From an optimization exercise on the open Yosys and OpenROAD flow, aimed at small area; shortcuts taken in it are not production practice. In this exercise RTL edits were held to simulation tests only and were not proved equivalent to the original. No driver is modelled on the clock port, so clocking that relies on it looks cheaper here than on a real chip. Power is estimated from default activity; no workload was simulated.

==> flow/design.v <==
package pooling_pkg;
  typedef enum logic [2:0] {
    IDLE  = 3'd0,    
    ACC   = 3'd1,    
    FLUSH = 3'd2,    
    ROT   = 3'd3,    
    OUT   = 3'd4     
  } state_t;
endpackage
module pool_divider (
  input  logic       clk,
  input  logic [4:0] len,       
  input  logic [4:0] j,         
  input  logic       div_a,     
  input  logic       tap_a,     
  output logic       out_a,     
  output logic       inc_b      
);
  logic [3:0] rem_q, rem_in, rem_d;
  logic [4:0] t, p_q;
  logic [5:0] diff;
  logic       qa, q19_q;
  always_comb begin
    rem_in = (j == 5'd0) ? 4'd0 : rem_q;
    t      = {rem_in, tap_a};
    diff   = {1'b0, t} - {1'b0, len};
    qa     = !diff[5];
    rem_d  = qa ? diff[3:0] : t[3:0];
    out_a  = div_a ? qa : tap_a;
    inc_b  = !q19_q && (rem_q != 4'd0) && (j >= p_q);
  end
  always_ff @(posedge clk) begin
    if (div_a) begin
      rem_q <= rem_d;
      if (j == 5'd4) q19_q <= qa;
      if (!qa) p_q <= j;
    end
  end
endmodule
module pool_fa (
  input  logic a, b, c,
  output logic s, co
);
  assign s  = a ^ b ^ c;
  assign co = (a & b) | (c & (a ^ b));
endmodule
module pool_ha (
  input  logic a, b,
  output logic s, co
);
  assign s  = a ^ b;
  assign co = a & b;
endmodule
module pool_aoi222 (
  input  logic a1, b1, a2, b2, a3, b3,
  output logic y
);
  assign y = ~((a1 & b1) | (a2 & b2) | (a3 & b3));
endmodule
module pool_oai21 (
  input  logic a1, a2, b1,
  output logic y
);
  assign y = ~((a1 | a2) & b1);
endmodule
module pool_nand2 (
  input  logic a, b,
  output logic y
);
  assign y = ~(a & b);
endmodule
module pool_inv (
  input  logic a,
  output logic y
);
  assign y = ~a;
endmodule
module pool_and2 (
  input  logic a, b,
  output logic y
);
  assign y = a & b;
endmodule
module pool_nor2 (
  input  logic a, b,
  output logic y
);
  assign y = ~(a | b);
endmodule
module pool_xor2 (
  input  logic a, b,
  output logic y
);
  assign y = a ^ b;
endmodule
module pooling_unit #(
  parameter  int IL       = 4,
  parameter  int FL       = 16,
  parameter  int CHANNELS = 4,
  parameter  int MAX_LEN  = 16,
  localparam int LEN_W    = $clog2(MAX_LEN + 1),
  localparam int DW       = IL + FL
) (
  input  logic                   clk,
  input  logic                   rst,
  input  logic                   start,
  input  logic                   mode,
  input  logic [LEN_W-1:0]       len_cfg,
  input  logic [CHANNELS*DW-1:0] in_data,
  input  logic                   in_valid,
  output logic                   in_ready,
  output logic [CHANNELS*DW-1:0] out_data,
  output logic                   out_valid,
  input  logic                   out_ready,
  output logic                   busy
);
  localparam int AW = 24;
  localparam int CW = 11;          
  pooling_pkg::state_t state_q;
  logic          mode_q;           
  logic [4:0]    len_q;
  logic [4:0]    j_q;              
  logic [3:0]    k_q;              
  logic [AW-1:0] p_q [4];
  logic [3:0]    c1_q;             
  logic [4:0]    len_c, j_inc;
  logic          beat, first, last_beat, shift, clr, flush, lane_end;
  logic          s_sum_lo, s_sum_hi;
  logic [3:0]    s_u;
  logic          div_a, act_b, out_a, inc_b, tail;
  assign len_c = (len_cfg > 5'd16) ? 5'd16 : len_cfg;
  assign in_ready  = (state_q == pooling_pkg::ACC);
  assign out_valid = (state_q == pooling_pkg::OUT);
  assign busy      = (state_q != pooling_pkg::IDLE);
  assign j_inc     = j_q + 5'd1;
  assign beat      = (state_q == pooling_pkg::ACC) && in_valid;
  assign first     = (j_q == 5'd0);
  assign last_beat = beat && (j_inc == len_q);
  assign flush     = (state_q == pooling_pkg::FLUSH);
  assign shift     = (state_q == pooling_pkg::ROT);
  assign clr       = (state_q == pooling_pkg::IDLE);
  assign lane_end  = (j_q == 5'd23);
  assign s_sum_lo  = beat && !mode_q;
  assign s_sum_hi  = s_sum_lo || flush;
  assign div_a = !mode_q && (k_q[0] == k_q[2]) && !k_q[3];
  assign act_b = k_q[3] || (k_q[0] && !k_q[2]) || (!k_q[0] && k_q[1] && k_q[2]);
  pool_divider u_div (
    .clk   (clk),
    .len   (len_q),
    .j     (j_q),
    .div_a (div_a),
    .tap_a (p_q[2][AW-1]),
    .out_a (out_a),
    .inc_b (inc_b)
  );
  assign tail = p_q[3][AW-1] ^ (act_b && ((mode_q || inc_b) ^ (j_q == 5'd4)));
  for (genvar g = 0; g < 4; g++) begin : g_lane
    localparam int IN_LANE = (g + 1) % 4;
    logic [DW-1:0]    x;           
    logic [DW-1:0]    u;           
    logic [DW:0]      cy;
    logic [AW-1:0]    sum;
    logic [AW-1:DW]   cu;
    logic [AW-1:0]    prev, d, y;
    logic             cl, ch, eq_h, take, ns_u, s_hold_lo, s_hold_hi;
    assign x = in_data[IN_LANE*DW +: DW];
    assign u[CW-1:0] = x[CW-1:0];
    for (genvar b = CW; b < DW - 1; b++) begin : g_gate
      pool_and2 u_and (.a(x[b]), .b(!flush), .y(u[b]));
    end
    pool_nor2 u_nor19 (.a(x[DW-1]), .b(flush), .y(u[DW-1]));
    assign cy[0]  = 1'b0;
    assign cy[CW] = c1_q[g];
    for (genvar b = 0; b < DW; b++) begin : g_add
      if (b == 0) begin : g_ha0
        pool_ha u_ha (.a(p_q[g][b]), .b(u[b]), .s(sum[b]), .co(cy[b+1]));
      end else if (b == CW - 1) begin : g_fa_top
        pool_fa u_fa (.a(p_q[g][b]), .b(u[b]), .c(cy[b]), .s(sum[b]), .co(cl));
      end else begin : g_fa
        pool_fa u_fa (.a(p_q[g][b]), .b(u[b]), .c(cy[b]), .s(sum[b]), .co(cy[b+1]));
      end
    end
    assign ch = cy[DW];
    assign cu[DW] = ch;
    for (genvar b = DW; b < AW - 1; b++) begin : g_inc
      pool_ha u_ha (.a(p_q[g][b]), .b(cu[b]), .s(sum[b]), .co(cu[b+1]));
    end
    pool_xor2 u_x23 (.a(p_q[g][AW-1]), .b(cu[AW-1]), .y(sum[AW-1]));
    assign eq_h = &sum[DW-1:CW];
    assign take = first || ch || (eq_h && cl);
    assign s_u[g]    = beat && mode_q && take;
    assign ns_u      = !s_u[g];
    assign s_hold_lo = !clr && !shift && !s_sum_lo && !s_u[g];
    assign s_hold_hi = !clr && !shift && !s_sum_hi && !s_u[g];
    if (g == 0) begin : g_first
      assign prev = {p_q[g][AW-2:0], tail};
    end else if (g == 3) begin : g_head
      assign prev = {p_q[g][AW-2:0], out_a};
    end else begin : g_mid
      assign prev = {p_q[g][AW-2:0], p_q[g-1][AW-1]};
    end
    for (genvar b = 0; b < AW; b++) begin : g_mux
      if (b < CW) begin : g_lo
        pool_aoi222 u_aoi (.a1(s_hold_lo), .b1(p_q[g][b]), .a2(s_sum_lo), .b2(sum[b]),
                           .a3(shift), .b3(prev[b]), .y(y[b]));
      end else begin : g_hi
        pool_aoi222 u_aoi (.a1(s_hold_hi), .b1(p_q[g][b]), .a2(s_sum_hi), .b2(sum[b]),
                           .a3(shift), .b3(prev[b]), .y(y[b]));
      end
      if (b < DW - 1) begin : g_o
        pool_oai21 u_oai (.a1(ns_u), .a2(x[b]), .b1(y[b]), .y(d[b]));
      end else if (b == DW - 1) begin : g_n
        logic t;
        pool_nand2 u_n0 (.a(s_u[g]), .b(x[b]), .y(t));
        pool_nand2 u_n1 (.a(y[b]), .b(t), .y(d[b]));
      end else begin : g_i
        pool_inv u_i (.a(y[b]), .y(d[b]));
      end
    end
    always_ff @(posedge clk) begin
      p_q[g] <= d;
      if (clr || flush) c1_q[g] <= 1'b0;
      else if (s_sum_lo) c1_q[g] <= cl;
    end
    assign out_data[g*DW +: DW] = p_q[g][DW-1:0];
  end
  always_ff @(posedge clk) begin
    if (rst) begin
      state_q <= pooling_pkg::IDLE;
    end else begin
      case (state_q)
        pooling_pkg::IDLE:  if (start) state_q <= (len_c == 5'd0) ? pooling_pkg::OUT : pooling_pkg::ACC;
        pooling_pkg::ACC:   if (last_beat) state_q <= pooling_pkg::FLUSH;
        pooling_pkg::FLUSH: state_q <= pooling_pkg::ROT;
        pooling_pkg::ROT:   if (lane_end && k_q[3]) state_q <= pooling_pkg::OUT;
        pooling_pkg::OUT:   if (out_ready) state_q <= pooling_pkg::IDLE;
        default:            state_q <= pooling_pkg::IDLE;
      endcase
    end
  end
  always_ff @(posedge clk) begin
    if (clr) begin
      mode_q <= mode;
      len_q  <= len_c;
      j_q    <= 5'd0;
    end else if (beat || shift) begin
      j_q <= (last_beat || lane_end) ? 5'd0 : j_inc;
    end
    if (flush) k_q <= 4'd0;
    else if (lane_end) k_q <= k_q + 4'd1;
  end
endmodule
export LEC_CHECK = 0
export CAP_MARGIN = 20
export CORE_MARGIN = 2
export CORE_UTILIZATION = 40
export CTS_BUF_LIST = sky130_fd_sc_hd__clkbuf_8
export CTS_CLUSTER_SIZE = 40
export SLEW_MARGIN = 20
export SYNTH_HIERARCHICAL = 1
export SYNTH_MINIMUM_KEEP_SIZE = 0
create_clock -name core_clock -period 6.0 [get_ports {clk}]
standard.sh (not shown) runs the stock make flow with config.mk's settings and CLKGATE_MAP_FILE= SYNTH_SCRIPT=/design/flow/synth_recipe.tcl, a recipe that flattens the netlist after the stock synthesis.
==> flow/flow/run.sh <==
#!/bin/bash
# Layout flow: the standard ORFS flow (standard.sh, unchanged synthesis
# and steps), with settings of ORFS's own scripts:
#  * the port buffers that global placement inserts are the smallest buffer
#    cell, sky130_fd_sc_hd__buf_1, instead of the default pick (every input
#    and output port still gets its buffer);
#  * clock tree synthesis uses clkbuf_8 buffers and adds no dummy loads;
set -o pipefail
export BUFFER_PORTS_ARGS="-buffer_cell sky130_fd_sc_hd__buf_1"
export CTS_ARGS="-sink_clustering_enable -repair_clock_nets -root_buf sky130_fd_sc_hd__clkbuf_8 -buf_list {sky130_fd_sc_hd__clkbuf_4 sky130_fd_sc_hd__clkbuf_8} -sink_clustering_buffer sky130_fd_sc_hd__clkbuf_4 -sink_clustering_size 12 -dont_use_dummy_load"
SETUP_SLACK_MARGIN=-0.5 bash standard.sh floorplan > standard_floorplan.log 2>&1 || exit 1
bash standard.sh > standard.log 2>&1
The starting point ran to the end with no violations.
Rerun with:
--- a/flow/flow/run.sh
+++ b/flow/flow/run.sh
@@ -7 +7,2 @@
-#  * clock tree synthesis uses clkbuf_8 buffers and adds no dummy loads;
+#  * clock tree synthesis clusters the flip-flops under small clkbuf_4
+#    sink buffers, with a clkbuf_8 root, and adds no dummy loads.
@@ -11 +11,0 @@
-SETUP_SLACK_MARGIN=-0.5 bash standard.sh floorplan > standard_floorplan.log 2>&1 || exit 1
- GPL_TIMING_DRIVEN: default -> 0
=> The new run ran to the end with no violations; worst setup slack degrades by 0.032 ns; core utilization went up by 3.0 points; design area went up by about 6%; total power went up by 2.6%; sequential power stays flat.
Rerun with:
--- a/flow/flow/run.sh
+++ b/flow/flow/run.sh
@@ -8 +8 @@
-#    sink buffers, with a clkbuf_8 root, and adds no dummy loads.
+#    sink buffers, with a clkbuf_8 root, loaded below their limit, and adds no dummy loads.
@@ -11 +11 @@
-export CTS_ARGS="-sink_clustering_enable -repair_clock_nets -root_buf sky130_fd_sc_hd__clkbuf_8 -buf_list {sky130_fd_sc_hd__clkbuf_4 sky130_fd_sc_hd__clkbuf_8} -sink_clustering_buffer sky130_fd_sc_hd__clkbuf_4 -sink_clustering_size 12 -dont_use_dummy_load"
+export CTS_ARGS="-sink_clustering_enable -repair_clock_nets -root_buf sky130_fd_sc_hd__clkbuf_8 -buf_list sky130_fd_sc_hd__clkbuf_4 -sink_buffer_max_cap_derate 0.6 -dont_use_dummy_load"
- GPL_TIMING_DRIVEN: 0 -> default
Result:
- wire length shrinks slightly
- non-clock buffer count shrinks by 73
- setup slack degrades by 0.0070 ns
- maximum frequency is about the same
Rerun with:
--- a/flow/flow/run.sh
+++ b/flow/flow/run.sh
@@ -8 +8 @@
-#    sink buffers, with a clkbuf_8 root, loaded below their limit, and adds no dummy loads.
+#    sink buffers, with a clkbuf_8 root, and adds no dummy loads.
@@ -11 +11 @@
-export CTS_ARGS="-sink_clustering_enable -repair_clock_nets -root_buf sky130_fd_sc_hd__clkbuf_8 -buf_list sky130_fd_sc_hd__clkbuf_4 -sink_buffer_max_cap_derate 0.6 -dont_use_dummy_load"
+export CTS_ARGS="-sink_clustering_enable -repair_clock_nets -root_buf sky130_fd_sc_hd__clkbuf_8 -buf_list {sky130_fd_sc_hd__clkbuf_4 sky130_fd_sc_hd__clkbuf_8} -sink_clustering_buffer sky130_fd_sc_hd__clkbuf_4 -sink_clustering_size 12 -dont_use_dummy_load"
Maximum frequency increases by 0.50%.
Cell count barely changes.
First-iteration DRC count goes down by 3.8%.
Total power grows by 6.2%.
Synthesized area is unchanged.
Clock power climbs by 30%.
Wire length drops by 1.4%.
Non-clock buffer count is lower by 2.
Rerun with:
--- a/flow/flow/run.sh
+++ b/flow/flow/run.sh
@@ -8 +8 @@
-#    sink buffers, with a clkbuf_8 root, and adds no dummy loads.
+#    sink buffers, with a clkbuf_8 root, loaded below their limit, and adds no dummy loads.
@@ -11 +11 @@
-export CTS_ARGS="-sink_clustering_enable -repair_clock_nets -root_buf sky130_fd_sc_hd__clkbuf_8 -buf_list {sky130_fd_sc_hd__clkbuf_4 sky130_fd_sc_hd__clkbuf_8} -sink_clustering_buffer sky130_fd_sc_hd__clkbuf_4 -sink_clustering_size 12 -dont_use_dummy_load"
+export CTS_ARGS="-repair_clock_nets -root_buf sky130_fd_sc_hd__clkbuf_8 -buf_list sky130_fd_sc_hd__clkbuf_4 -dont_use_dummy_load"
What happened: The new run completed without violations. Clock power came out lower by 23%. Global-route usage is about the same. Final area shrinks by 0.84%. Final cell count hardly moves. Sequential cell count is unchanged. Setup slack gets worse by 0.029 ns. Clock-buffer cell count stays the same.
Rerun with:
--- a/flow/flow/run.sh
+++ b/flow/flow/run.sh
@@ -11 +11 @@
-export CTS_ARGS="-repair_clock_nets -root_buf sky130_fd_sc_hd__clkbuf_8 -buf_list sky130_fd_sc_hd__clkbuf_4 -dont_use_dummy_load"
+export CTS_ARGS="-sink_clustering_enable -repair_clock_nets -root_buf sky130_fd_sc_hd__clkbuf_8 -buf_list sky130_fd_sc_hd__clkbuf_4 -sink_buffer_max_cap_derate 0.4 -dont_use_dummy_load"
The new run passed the timing, DRC and antenna checks.
Wire length does not change.
Core utilization does not change.
Maximum frequency does not change.
Worst setup slack does not change.
Sequential power hardly moves.
Global-route usage is unchanged.
Sequential cell count does not change.
Sequential share of layout area does not change.

what the ideal ports hide:
Ports are ideal in the flow. The routed layouts listed here were re-timed in OpenROAD. Step 1 sets driving cells, clkbuf_16 on the clock port and buf_2 on the other inputs (assumed; they add their load-dependent delay and slew). Step 2, shift: input delay + t, output delay - t, t = (earliest + latest rising clock arrival at the registers) / 2. This alone moves slack from input paths to output paths. Three values: ideal ports, drivers, drivers and shift; two values: the first two.
run	shift t [ns]	setup WS [ns]	hold slack, ns
the first run	0.458	0.153 / 0.156 / -0.301	0.497 / 0.497 / 0.497
the second run	0.461	0.121 / 0.121 / -0.340	0.505 / 0.505 / 0.505
the third run	0.441	0.114 / 0.115 / -0.326	0.508 / 0.508 / 0.508
the fourth run	0.461	0.143 / 0.143 / -0.317	0.503 / 0.503 / 0.503
the fifth run	0.441	0.114 / 0.115 / -0.326	0.508 / 0.508 / 0.508
the sixth run	0.441	0.114 / 0.115 / -0.326	0.508 / 0.508 / 0.508
With both steps, setup timing fails in every run listed, where it was met with ideal ports. For the second run, which loses most, drivers alone change the setup slack by 0.000 ns; drivers and shift together by -0.461 ns.
